Context: an optimization exercise on an open-source flow, tuned for a short achievable clock period and few clock cycles. The choices shown serve that exercise and are no tape-out recipe. In this exercise RTL edits were held to simulation tests only and were not proved equivalent to the original. Power and IR drop assume default switching activity.

==> design.v <==
package cpuPkg;
    localparam int DataWidth    = 16;
    localparam int RegAddrWidth = 4;
    localparam logic [3:0] OpAdd   = 4'h8;
    localparam logic [3:0] OpSub   = 4'hC;
    localparam logic [3:0] OpNand  = 4'hB;
    localparam logic [3:0] OpOr    = 4'hF;
    localparam logic [3:0] OpAddi  = 4'h9;
    localparam logic [3:0] OpAddiu = 4'hA;
    localparam logic [3:0] OpSubi  = 4'hD;
    localparam logic [3:0] OpOri   = 4'h6;
    localparam logic [3:0] OpNandi = 4'h7;
    localparam logic [3:0] OpShift = 4'h0;
    localparam logic [3:0] ShiftLeft       = 4'd1;
    localparam logic [3:0] ShiftRightLogic = 4'd2;
    localparam logic [3:0] ShiftRightArith = 4'd3;
    localparam logic [3:0] OpBeq   = 4'h4;
    localparam logic [3:0] OpBne   = 4'h5;
    localparam logic [3:0] OpJump  = 4'h3;
    localparam logic [2:0] AluAdd  = 3'd0;
    localparam logic [2:0] AluSub  = 3'd1;
    localparam logic [2:0] AluSll  = 3'd2;
    localparam logic [2:0] AluSrl  = 3'd3;
    localparam logic [2:0] AluSra  = 3'd4;
    localparam logic [2:0] AluNand = 3'd5;
    localparam logic [2:0] AluOr   = 3'd6;
    localparam logic [1:0] ImmReg  = 2'd0;
    localparam logic [1:0] ImmSext = 2'd1;
    localparam logic [1:0] ImmZext = 2'd2;
    typedef union packed {
        struct packed {
            logic [3:0]              opcode;
            logic [RegAddrWidth-1:0] ra;
            logic [RegAddrWidth-1:0] rb;
            logic [RegAddrWidth-1:0] rc;
        } rView;
        struct packed {
            logic [3:0]              opcode;
            logic [RegAddrWidth-1:0] ra;
            logic [7:0]              imm8;
        } iView;
        struct packed {
            logic [3:0]  opcode;
            logic [11:0] imm12;
        } jView;
    } instrWord;
endpackage
import cpuPkg::*;
module controlFsm (
    input  logic       clk,
    input  logic       rst,
    input  cpuPkg::instrWord   instr,
    output cpuPkg::instrWord   curInstr,
    output logic       instrReq,
    output logic       operandLatch,
    output logic       resultLatch,
    output logic       regWrEn,
    output logic       srcSel,
    output logic [1:0] immSel,
    output logic [2:0] aluOp,
    output logic       pcAdvance,
    output logic       branchEn,
    output logic       branchNe,
    output logic       jumpEn
);
    localparam logic [2:0] SFetch    = 3'd0;
    localparam logic [2:0] SDecode   = 3'd1;
    localparam logic [2:0] SExec     = 3'd2;
    localparam logic [2:0] SWrite    = 3'd3;
    localparam logic [2:0] SRedirect = 3'd4;
    logic [2:0] state;
    logic [2:0] nextState;
    logic       known;
    logic       isFlow;
    logic       isBranch;
    always_ff @(posedge clk) begin
        if (state == SFetch) begin
            curInstr <= instr;
        end
    end
    always_comb begin
        aluOp  = AluAdd;
        immSel = ImmReg;
        srcSel = 1'b0;
        known  = 1'b1;
        isFlow = 1'b0;
        case (curInstr.rView.opcode)
            OpAdd:   begin srcSel = 1'b1; aluOp = AluAdd;  end
            OpSub:   begin srcSel = 1'b1; aluOp = AluSub;  end
            OpOr:    begin srcSel = 1'b1; aluOp = AluOr;   end
            OpNand:  begin srcSel = 1'b1; aluOp = AluNand; end
            OpAddi:  begin aluOp = AluAdd;  immSel = ImmSext; end
            OpAddiu: begin aluOp = AluAdd;  immSel = ImmZext; end
            OpSubi:  begin aluOp = AluSub;  immSel = ImmSext; end
            OpOri:   begin aluOp = AluOr;   immSel = ImmSext; end
            OpNandi: begin aluOp = AluNand; immSel = ImmSext; end
            OpShift: begin
                case (curInstr.rView.rc)
                    ShiftLeft:       aluOp = AluSll;
                    ShiftRightLogic: aluOp = AluSrl;
                    ShiftRightArith: aluOp = AluSra;
                    default:         known = 1'b0;
                endcase
            end
            OpBeq, OpBne: begin
                aluOp  = AluSub;
                isFlow = 1'b1;
            end
            OpJump:  isFlow = 1'b1;
            default: known = 1'b0;
        endcase
    end
    assign isBranch = (curInstr.iView.opcode == OpBeq) || (curInstr.iView.opcode == OpBne);
    always_comb begin
        case (state)
            SFetch:    nextState = SDecode;
            SDecode: begin
                if (!known) begin
                    nextState = SFetch;
                end else if (isFlow) begin
                    nextState = SRedirect;
                end else begin
                    nextState = SExec;
                end
            end
            SExec:     nextState = SWrite;
            SWrite:    nextState = SFetch;
            SRedirect: nextState = SFetch;
            default:   nextState = SFetch;
        endcase
    end
    always_ff @(posedge clk) begin
        if (rst) begin
            state <= SFetch;
        end else begin
            state <= nextState;
        end
    end
    assign instrReq     = (state == SFetch);
    assign pcAdvance    = (state == SFetch);
    assign operandLatch = (state == SDecode);
    assign resultLatch  = (state == SExec);
    assign regWrEn      = (state == SWrite);
    assign branchEn     = (state == SRedirect) && isBranch;
    assign branchNe     = (state == SRedirect) && (curInstr.iView.opcode == OpBne);
    assign jumpEn       = (state == SRedirect) && (curInstr.jView.opcode == OpJump);
endmodule
import cpuPkg::*;
module regFile (
    input  logic                 clk,
    input  logic                 rst,
    input  cpuPkg::instrWord             curInstr,
    input  logic                 srcSel,
    input  logic                 wrEn,
    input  logic [DataWidth-1:0] wrData,
    output logic [DataWidth-1:0] rdData1,
    output logic [DataWidth-1:0] rdData2
);
    logic [DataWidth-1:0]    regs [2**RegAddrWidth];
    logic [RegAddrWidth-1:0] rdAddr1;
    logic [RegAddrWidth-1:0] rdAddr2;
    logic [RegAddrWidth-1:0] wrAddr;
    assign rdAddr1 = srcSel ? curInstr.rView.rb : curInstr.rView.ra;
    assign rdAddr2 = srcSel ? curInstr.rView.rc : curInstr.rView.rb;
    assign wrAddr  = curInstr.rView.ra;
    always_ff @(posedge clk) begin
        if (rst) begin
            for (int i = 0; i < 2**RegAddrWidth; i++) begin
                regs[i] <= '0;
            end
        end else if (wrEn && (wrAddr != '0)) begin
            regs[wrAddr] <= wrData;
        end
    end
    assign rdData1 = (rdAddr1 == '0) ? '0 : regs[rdAddr1];
    assign rdData2 = (rdAddr2 == '0) ? '0 : regs[rdAddr2];
endmodule
import cpuPkg::*;
module pcUnit #(
    parameter logic [DataWidth-1:0] resetPc = '0
) (
    input  logic                 clk,
    input  logic                 rst,
    input  cpuPkg::instrWord             curInstr,
    input  logic                 pcAdvance,
    input  logic                 branchEn,
    input  logic                 branchNe,
    input  logic                 jumpEn,
    input  logic                 zero,
    output logic [DataWidth-1:0] pc
);
    logic [DataWidth-1:0] branchOff;
    logic [DataWidth-1:0] jumpOff;
    logic [DataWidth-1:0] target;
    logic                 taken;
    assign branchOff = {{(DataWidth-RegAddrWidth-1){curInstr.rView.rc[RegAddrWidth-1]}},
                        curInstr.rView.rc, 1'b0};
    assign jumpOff   = {{(DataWidth-13){curInstr.jView.imm12[11]}},
                        curInstr.jView.imm12, 1'b0};
    assign target = pc + (jumpEn ? jumpOff : branchOff);
    assign taken = jumpEn || (branchEn && (zero ^ branchNe));
    always_ff @(posedge clk) begin
        if (rst) begin
            pc <= resetPc;
        end else if (pcAdvance) begin
            pc <= pc + DataWidth'(2);
        end else if (taken) begin
            pc <= target;
        end
    end
endmodule
import cpuPkg::*;
module execUnit (
    input  logic                 clk,
    input  logic                 rst,
    input  cpuPkg::instrWord             curInstr,
    input  logic [DataWidth-1:0] rdData1,
    input  logic [DataWidth-1:0] rdData2,
    input  logic                 operandLatch,
    input  logic                 resultLatch,
    input  logic [1:0]           immSel,
    input  logic [2:0]           aluOp,
    output logic [DataWidth-1:0] aluResult,
    output logic                 zero
);
    logic [DataWidth-1:0]    opA;
    logic [DataWidth-1:0]    opB;
    logic [DataWidth-1:0]    immSext;
    logic [DataWidth-1:0]    immZext;
    logic [DataWidth-1:0]    aluB;
    logic [DataWidth-1:0]    aluOut;
    logic [RegAddrWidth-1:0] shamt;
    always_ff @(posedge clk) begin
        if (rst) begin
            opA       <= '0;
            opB       <= '0;
            aluResult <= '0;
        end else begin
            if (operandLatch) begin
                opA <= rdData1;
                opB <= rdData2;
            end
            if (resultLatch) begin
                aluResult <= aluOut;
            end
        end
    end
    assign immSext = {{(DataWidth-8){curInstr.iView.imm8[7]}}, curInstr.iView.imm8};
    assign immZext = {{(DataWidth-8){1'b0}}, curInstr.iView.imm8};
    always_comb begin
        case (immSel)
            ImmSext: aluB = immSext;
            ImmZext: aluB = immZext;
            default: aluB = opB;
        endcase
    end
    assign shamt = curInstr.rView.rb;
    always_comb begin
        case (aluOp)
            AluAdd:  aluOut = opA + aluB;
            AluSub:  aluOut = opA - aluB;
            AluSll:  aluOut = opA << shamt;
            AluSrl:  aluOut = opA >> shamt;
            AluSra:  aluOut = $signed(opA) >>> shamt;
            AluNand: aluOut = ~(opA & aluB);
            AluOr:   aluOut = opA | aluB;
            default: aluOut = '0;
        endcase
    end
    assign zero = (aluOut == '0);
endmodule
import cpuPkg::*;
module cpuTop #(
    parameter logic [DataWidth-1:0] resetPc = '0
) (
    input  logic                    clk,
    input  logic                    rst,
    output logic [DataWidth-1:0]    pc,
    output logic                    instrReq,
    input  cpuPkg::instrWord                instr,
    output logic                    regWrEn,
    output logic [RegAddrWidth-1:0] regWrAddr,
    output logic [DataWidth-1:0]    regWrData
);
    cpuPkg::instrWord             curInstr;
    logic                 operandLatch;
    logic                 resultLatch;
    logic                 srcSel;
    logic [1:0]           immSel;
    logic [2:0]           aluOp;
    logic                 pcAdvance;
    logic                 branchEn;
    logic                 branchNe;
    logic                 jumpEn;
    logic [DataWidth-1:0] rdData1;
    logic [DataWidth-1:0] rdData2;
    logic [DataWidth-1:0] aluResult;
    logic                 zero;
    assign regWrAddr = curInstr.rView.ra;
    assign regWrData = aluResult;
    controlFsm u_ctrl (
        .clk          (clk),
        .rst          (rst),
        .instr        (instr),
        .curInstr     (curInstr),
        .instrReq     (instrReq),
        .operandLatch (operandLatch),
        .resultLatch  (resultLatch),
        .regWrEn      (regWrEn),
        .srcSel       (srcSel),
        .immSel       (immSel),
        .aluOp        (aluOp),
        .pcAdvance    (pcAdvance),
        .branchEn     (branchEn),
        .branchNe     (branchNe),
        .jumpEn       (jumpEn)
    );
    regFile u_regs (
        .clk      (clk),
        .rst      (rst),
        .curInstr (curInstr),
        .srcSel   (srcSel),
        .wrEn     (regWrEn),
        .wrData   (aluResult),
        .rdData1  (rdData1),
        .rdData2  (rdData2)
    );
    pcUnit #(
        .resetPc (resetPc)
    ) u_pc (
        .clk       (clk),
        .rst       (rst),
        .curInstr  (curInstr),
        .pcAdvance (pcAdvance),
        .branchEn  (branchEn),
        .branchNe  (branchNe),
        .jumpEn    (jumpEn),
        .zero      (zero),
        .pc        (pc)
    );
    execUnit u_exec (
        .clk          (clk),
        .rst          (rst),
        .curInstr     (curInstr),
        .rdData1      (rdData1),
        .rdData2      (rdData2),
        .operandLatch (operandLatch),
        .resultLatch  (resultLatch),
        .immSel       (immSel),
        .aluOp        (aluOp),
        .aluResult    (aluResult),
        .zero         (zero)
    );
endmodule
==> run.sh <==
#!/bin/bash
# synth_recipe.tcl (not shown) runs the flow's synth.tcl, then flattens the netlist and writes it again
# the make line also repeats each setting of config.mk as NAME=value (left out here)
make -C /OpenROAD-flow-scripts/flow DESIGN_CONFIG=/design/flow/config.mk WORK_HOME=/design/flow/orfs CLKGATE_MAP_FILE= SYNTH_SCRIPT=/design/flow/synth_recipe.tcl finish
==> config.mk <==
export PLATFORM = sky130hd
export DESIGN_NAME = cpuTop
export DESIGN_NICKNAME = cpuTop
export VERILOG_FILES = /design/flow/design.v
export SDC_FILE = /design/flow/constraint.sdc
export NUM_CORES = 4
export LEC_CHECK = 0
export CAP_MARGIN = 20
export CORE_MARGIN = 2
export CORE_UTILIZATION = 40
export PLACE_DENSITY = 0.6
export SLEW_MARGIN = 20
==> constraint.sdc <==
create_clock -name core_clock -period 8.0 [get_ports {clk}]
set_input_delay 1.6000 -clock core_clock [delete_from_list [all_inputs] [get_ports {clk}]]
set_output_delay 1.6000 -clock core_clock [all_outputs]
set_load 0.01 [all_outputs]
==> impl_metrics.toml <==
[critical_path]
crit_path_top_delay_cell = "and3_1"
cp_data_required_time_ns = 8.43
cp_max_fo = 20
ff2ff_setup_slack_ns = 0.61
cp_common_cell = "and3_1"
startpoint_type = "register"
critical_path_class = "register to register"
critical_path_arrival_ns = 7.82
critPathCaptureType = "register"
critPathMaxStageDelay_ns = 0.80
crit_path_cell_trace = "nand2_1 > or3_1 > ha_1 > buf_4 > nand2_1 > o21ai_0 > or4_1 > nor2_1 > a21oi_1 > xnor2_1 > ha_1 > and3_1 > and3_1 > a21o_1 > or3_1 > a311oi_2 > nand3_1 > or4_1 > o21bai_1 > and3_1 > mux2_1"

[min_path]
hold_class = "register to register"

[sta]
slew_viol_final = 0
timing.fmax_ghz = 0.135
fin_skew_ns = 0.0296
fin_crit_sh_pct = 92.4
setup_viol = 0
relSlewSlack_pct = 30.0
tightest_slew_ns = 1.05
rsz0062_at_grt = "no"
hold_viol = 0
fin_crit_ns = 7.39
setup_tns_ns = 0

[routing]
postRouteWirelength_um = 78300
routedWlPerCell_um = 24.7
ant_nets = 0
via_per_inst = 6.17
drtIter0Drc = 2199
num_vias = 19600
firstDrtPassIters = 8
drcViolationCount = 0

[yosys]
syn_inst = 2488
synth.avg_cell_area_um2 = 8.82
ys_seq_area_share_pct = 43.3
synthArstFlopShare_pct = 0
synthDistinctLibCells = 95
yosys_most_used_dff = "edfxtp_1"
syn_area_um2 = 21900
synth-seq-cells = 338
yosysWarnings = 4
synth_edf_count = 272

[floorplan]
die-area_um2 = 56700
ios = 56
start_util_pct = 40.6
die_w_um = 238
core-area_um2 = 54000
rows = 85
die_h_um = 238

[clock_network]
cts_resized = 0
path_clk_slew_ns = 0.06
clockRootBuffer = "clkbuf_16"
clk_path_buf_depth = 3
post_cts_buffers = 0
cts_sinks = 338
cts_hold_buffers = 0
numCtsBuffers = 39
clock_latency_ns = 0.56
cts_tree = "done"
htree_num_levels = 2

[cells_and_area]
fill_cells = 5184
final_core_util_pct = 45.1
layout-drive-gt1-share_pct = 8.79
layout.cells.most_common = "nand2_1"
fin_nets = 2497
most-common-layout-cells = "nand2_1, edfxtp_1, and2_1, nand3_1, nor2_1"
seq_area_um2 = 9490
final_cells = 3166
area_delta_synth_final_pct = 11.1
diodes = 0
multi_input_area_um2 = 11600

[power_and_ir_drop]
p_leak_nw = 9.17
finalPower_mw = 6.11
vdd_ir_drop_max_v = 0.000165
share_comb_of_total_power_pct = 35.1
p_sw_mw = 2.28
p_seq_share_pct = 35.3
internal-power_mw = 3.83
power_density_nw_per_um2 = 251
clock_power_share_pct = 29.6
swShare_pct = 37.4

[placement]
place.gp.congestion = 0.958
dpl.hpwl_um = 50600
place_inst = 3098
port_buffers = 54

[grt]
first_global_vias = 18400
grt_usage_pct = 27.0
grt_first_pass_wirelength_um = 118000
grt_max_degree = 130
grt_overflow = 0
grt_antenna_before_repair = 0

[outcome]
outcome = "finished clean"

[job]
drv_cap = 0
logic make-up (layout without fill, tap and decap cells):
kind of cell / Yosys count / count (layout) / share of synthesized area (%)
buf+inv: 250 / 216 / 4.76
simple gates: 1305 / 1305 / 28.6
mux: 74 / 74 / 4.99
other cells: 1 / 17 / 0.0171
xor+xnor: 30 / 30 / 1.20
flops: 338 / 338 / 43.3
compound gates: 454 / 454 / 15.0
fa+ha+maj: 36 / 36 / 2.12
worst max-delay path, delay by kind of cell, from the launching register on:
kind            cells  cell delay (ns)
compound gates      5             1.09
xor+xnor            1             0.23
fa+ha+maj           2             0.83
buf+inv             1             0.29
flops               1             0.66
mux                 1             0.38
simple gates       11             3.78
stage by stage:
step,area (um2),setup slack (ns),hold slack (ns)
2_1_floorplan,22000,1.86,0.479
3_3_place_gp,23100,0.833,0.511
3_5_place_dp,23100,0.681,0.513
4_1_cts,24400,0.653,0.522
5_1_grt,24400,0.0801,0.532
6_report,24400,0.608,0.519
synth_stat cells, types with 11 or more instances:
| library cell | instances | area share [%] |
|---|---|---|
| a21oi_1 | 81 | 1.8 |
| a311oi_1 | 98 | 3.9 |
| or3_1 | 12 | 0.34 |
| ha_1 | 34 | 1.9 |
| inv_1 | 30 | 0.51 |
| nor2_1 | 133 | 2.3 |
| a31oi_1 | 42 | 1.2 |
| a22oi_1 | 31 | 1.1 |
| xnor2_1 | 16 | 0.64 |
| o21ai_0 | 50 | 1.1 |
| nand3_1 | 145 | 3.3 |
| o211ai_1 | 11 | 0.38 |
| mux4_2 | 22 | 2.3 |
| edfxtp_1 | 272 | 37 |
| or2_2 | 21 | 0.60 |
| a211oi_1 | 26 | 0.89 |
| mux2i_1 | 25 | 1.1 |
| buf_1 | 14 | 0.24 |
| mux2_4 | 12 | 0.82 |
| nand2_1 | 565 | 9.7 |
| buf_2 | 15 | 0.34 |
| and2_1 | 248 | 7.1 |
| nand2b_1 | 17 | 0.48 |
| xor2_1 | 14 | 0.56 |
| nor3_1 | 23 | 0.52 |
| dfxtp_1 | 66 | 6.0 |
| clkbuf_1 | 176 | 3.0 |
| nor2b_1 | 25 | 0.71 |
| and3_1 | 75 | 2.1 |
layer usage:
metal  wire length [um]  share of wire [%]  up-vias  track usage [%]
met5                  0                  0        -                0
met1              33400                 43     9561             38.3
met2              35800                 46     1019             43.4
met4               2160                2.8        0             7.61
met3               6960                8.9      141             3.51
li1                   -                  -     8829                -
flip-flops by register name (all words and copies together) (netlist names):
register and count:
u_regs.regs 256, u_ctrl.curInstr 16, u_exec.aluResult 16, u_exec.opA 16, u_exec.opB 16, u_pc.pc 15, u_ctrl.state 3
cell type report:
class,instances,area share (%)
multi-input cells,1916,47.6
well taps,696,3.57
repair buffers,116,4.27
clock buffers,51,4.36
clock inverters,17,0.816
inverters,32,0.493
flip-flops and latches,338,38.9
final timing paths:
| path | from | endpoint | cells after the start |
|---|---|---|---|
| setup / recovery | u_ctrl.curInstr[15] | u_pc.pc[7] | 21 |
| hold / removal | u_exec.aluResult[10] | u_exec.aluResult[10] | 2 |
| setup reg to reg | u_ctrl.curInstr[15] | u_pc.pc[7] | 21 |
| hold reg to reg | u_exec.aluResult[10] | u_exec.aluResult[10] | 2 |
power by group through the flow:
stage / registers (mW) / clock network (mW) / logic, mW
3_3_place_gp: 2.18 / 0 / 2.09
3_5_place_dp: 2.19 / 0 / 2.11
5_1_grt: 2.17 / 1.89 / 2.31
2_1_floorplan: 2.12 / 0 / 1.45
4_1_cts: 2.15 / 1.82 / 2.12
6_report: 2.16 / 1.81 / 2.15
Testbench counts, summed over its fixed seeds: cycles 90,799.

==> what the ideal ports hide <==
The results above use ideal ports. As a check the final layout listed here was re-extracted and re-timed, cells and wires unchanged. Step 1: set_driving_cell puts a clkbuf_16 on clk and a buf_2 on each other input, an assumption about the parent block. Step 2 moves the port delays by t, midway between the first and last clock arrival at a register: inputs arrive t later, outputs are due t later. That takes back most of the time a late clock gives input paths. Slacks: ideal / step 1 / step 2; pairs: ideal / step 1.
t, ns: 0.605
slack for setup (ns): 0.608 / 0.608 / 0.608
worst setup path at the end: register to register
After both steps this run still meets setup and hold. The setup slack of this run moves by 0.000 ns with the drivers and by 0.000 ns with both steps.
